What follows belongs to an exercise in optimizing a design on an open flow for small area, a short achievable clock period and few clock cycles; a production flow would make more cautious choices.
Function was checked by simulation only, so behaviour that the tests miss may differ from the original.
No activity file was given, so power comes from the tool's default toggle rates.

==> flow/design.v (excerpt) <==
module accq_top (
  input  logic        clk_i,
  input  logic        rst_ni,
  input  logic        cmd_valid_i,
  input  logic [9:0]  cmd_i,
  output logic        cmd_ready_o,
  input  logic        psum_valid_i,
  input  logic [31:0] psum_i,
  output logic        psum_ready_o,
  input  logic        norm_valid_i,
  input  logic [12:0] norm_i,
  output logic        norm_ready_o,
  output logic        out_valid_o,
  output logic [63:0] out_o,
  input  logic        out_ready_i,
  output logic        busy_o
);
  localparam logic [1:0] OP_CLEAR = 2'd0;
  localparam logic [1:0] OP_ACCUM = 2'd1;
  localparam logic [1:0] OP_NQ    = 2'd2;
  localparam logic [1:0] OP_SO    = 2'd3;
  logic [31:0] ring [8];
  logic [2:0]  hp;
  logic [2:0]  pr_q;    
  logic [2:0]  nr_q;    
  logic        q0_v;
  logic [1:0]  q0_op;
  logic [7:0]  q0_len;
  logic        cmd_ready_q;
  logic [7:0]  rem;             
  logic [2:0]  ptr;             
  logic        add_after_nq;    
  logic        nq_since_add;    
  logic        nq_act;
  logic [2:0]  nq_idx;
  logic        so_after, clear_after;
  logic        tail_eng;        
  logic [3:0]  lap_cnt;         
  logic        all_zero;        
  logic        zero_pend;       
  logic        wb_started;      
  logic        fresh;           
  logic        so_busy, so_cap;
  ...
Settings: LEC_CHECK=0, ABC_AREA=1, CAP_MARGIN=20, CORE_MARGIN=2, CORE_UTILIZATION=60, SLEW_MARGIN=20; clock period 10.0 ns.
standard.sh (not shown) runs the stock make flow with config.mk's settings and CLKGATE_MAP_FILE= SYNTH_SCRIPT=/design/flow/synth_recipe.tcl, a recipe that flattens the netlist after the stock synthesis.
==> flow/flow/run.sh <==
#!/bin/bash
# Own flow: the standard layout (standard.sh, standard synthesis unchanged) with
#  - port buffers of buf_2 instead of the default delay buffer,
#  - a clock tree without dummy loads, built from clkbuf_8,
#  - a tighter setup repair target.
# make's own output goes to standard_flow.log; ORFS keeps each step's log under orfs/logs.
set -euo pipefail
bash standard.sh \
  "BUFFER_PORTS_ARGS=-buffer_cell sky130_fd_sc_hd__buf_2" \
  "CTS_ARGS=-sink_clustering_enable -repair_clock_nets -dont_use_dummy_load -buf_list sky130_fd_sc_hd__clkbuf_8 -sink_clustering_size 16 -sink_clustering_max_diameter 60" \
  "SETUP_SLACK_MARGIN=6.85" \
  finish > standard_flow.log 2>&1
The first run finished clean.
Testbench counts at the start, summed over its fixed seeds: cycles 13,168.
Next try:
--- a/flow/flow/run.sh
+++ b/flow/flow/run.sh
@@ -9,4 +9,4 @@
   "BUFFER_PORTS_ARGS=-buffer_cell sky130_fd_sc_hd__buf_2" \
   "CTS_ARGS=-sink_clustering_enable -repair_clock_nets -dont_use_dummy_load -buf_list sky130_fd_sc_hd__clkbuf_8 -sink_clustering_size 16 -sink_clustering_max_diameter 60" \
-  "SETUP_SLACK_MARGIN=6.85" \
+  "SETUP_SLACK_MARGIN=6.7" \
   finish > standard_flow.log 2>&1
--- a/flow/config.mk
+++ b/flow/config.mk
@@ -11,2 +11,3 @@
 export CORE_UTILIZATION = 60
 export SLEW_MARGIN = 20
+export TNS_END_PERCENT = 20
After rerunning: Worst setup slack degrades by 0.026 ns; design area is lower by 2.0%; core utilization came out lower by 1.4 points; non-clock buffer count drops by 30.
Next try:
--- a/flow/config.mk
+++ b/flow/config.mk
@@ -6,8 +6,7 @@
 export NUM_CORES = 4
 export LEC_CHECK = 0
-export ABC_AREA = 1
+export ABC_AREA = 0
 export CAP_MARGIN = 20
 export CORE_MARGIN = 2
 export CORE_UTILIZATION = 60
 export SLEW_MARGIN = 20
-export TNS_END_PERCENT = 20
Effect: The new run completed with no timing, DRC or antenna violations; final cell count came out lower by 14%; cell area increases by 0.64%; worst setup slack degrades by 0.79 ns; power climbs by 30%; non-clock buffer count is higher by 23; count of clock-buffer cells in the layout came out lower by 1; wire length decreases by 3.2%; fmax fell by 19%; die area decreases by 0.95%; utilization climbs by 0.74 points.
Next try:
==> flow/run.sh (new file) <==
#!/bin/bash
# synth_recipe.tcl (not shown) runs the flow's synth.tcl, then flattens the netlist and writes it again
# the make line also repeats each setting of config.mk as NAME=value (left out here)
make -C /OpenROAD-flow-scripts/flow DESIGN_CONFIG=/design/flow/config.mk WORK_HOME=/design/flow/orfs CLKGATE_MAP_FILE= SYNTH_SCRIPT=/design/flow/synth_recipe.tcl finish
--- a/flow/config.mk
+++ b/flow/config.mk
@@ -6,7 +6,11 @@
 export NUM_CORES = 4
 export LEC_CHECK = 0
-export ABC_AREA = 0
+export ABC_AREA = 1
 export CAP_MARGIN = 20
 export CORE_MARGIN = 2
 export CORE_UTILIZATION = 60
+export CTS_BUF_LIST = sky130_fd_sc_hd__clkbuf_8
+export CTS_CLUSTER_DIAMETER = 60
+export CTS_CLUSTER_SIZE = 16
+export SETUP_SLACK_MARGIN = 5
 export SLEW_MARGIN = 20
removed: flow/flow/run.sh
removed: flow/standard.sh
=>
- The new run went through all stages and came out clean
- sequential share of layout area is lower by 0.83 points
- first-iteration DRC count is higher by 8.1%
- flip-flop and latch count stays the same
- global-route usage is higher by 0.42 points
- hold slack gains 0.021 ns
- fmax is higher by 8.9%
- wire length is higher by 3.1%

[separate check: timing with driven ports]
Ports are ideal in the flow. The routed layouts listed here were re-timed in OpenROAD.
Step 1 (the two cells are an assumption about what drives the block):
set clk [get_ports {clk_i}]
set_driving_cell -lib_cell sky130_fd_sc_hd__clkbuf_16 $clk
set_driving_cell -lib_cell sky130_fd_sc_hd__buf_2 [delete_from_list [all_inputs] $clk]
Step 2 also shifts input and output timing later by t, the mid clock arrival at the registers, as if the neighbouring blocks saw the same clock.
Slacks: ideal ports / drivers / drivers and shift; pairs: ideal ports / drivers.
run	t, ns	slack for setup (ns)	hold WS [ns]	worst data-port slew with drivers (ns)
the first run	0.657	6.747 / 6.696 / 6.400	0.305 / 0.305 / 0.305	0.04
the second run	0.655	6.721 / 6.709 / 6.105	0.298 / 0.298 / 0.298	0.06
the third run	0.659	5.934 / 5.934 / 5.934	0.299 / 0.299 / 0.299	0.07
the fourth run	0.676	6.265 / 6.257 / 5.618	0.321 / 0.321 / 0.321	0.04
After both steps setup and hold are still met in every run listed. For the fourth run, which loses most, drivers alone change the setup slack by -0.008 ns; drivers and shift together by -0.647 ns.
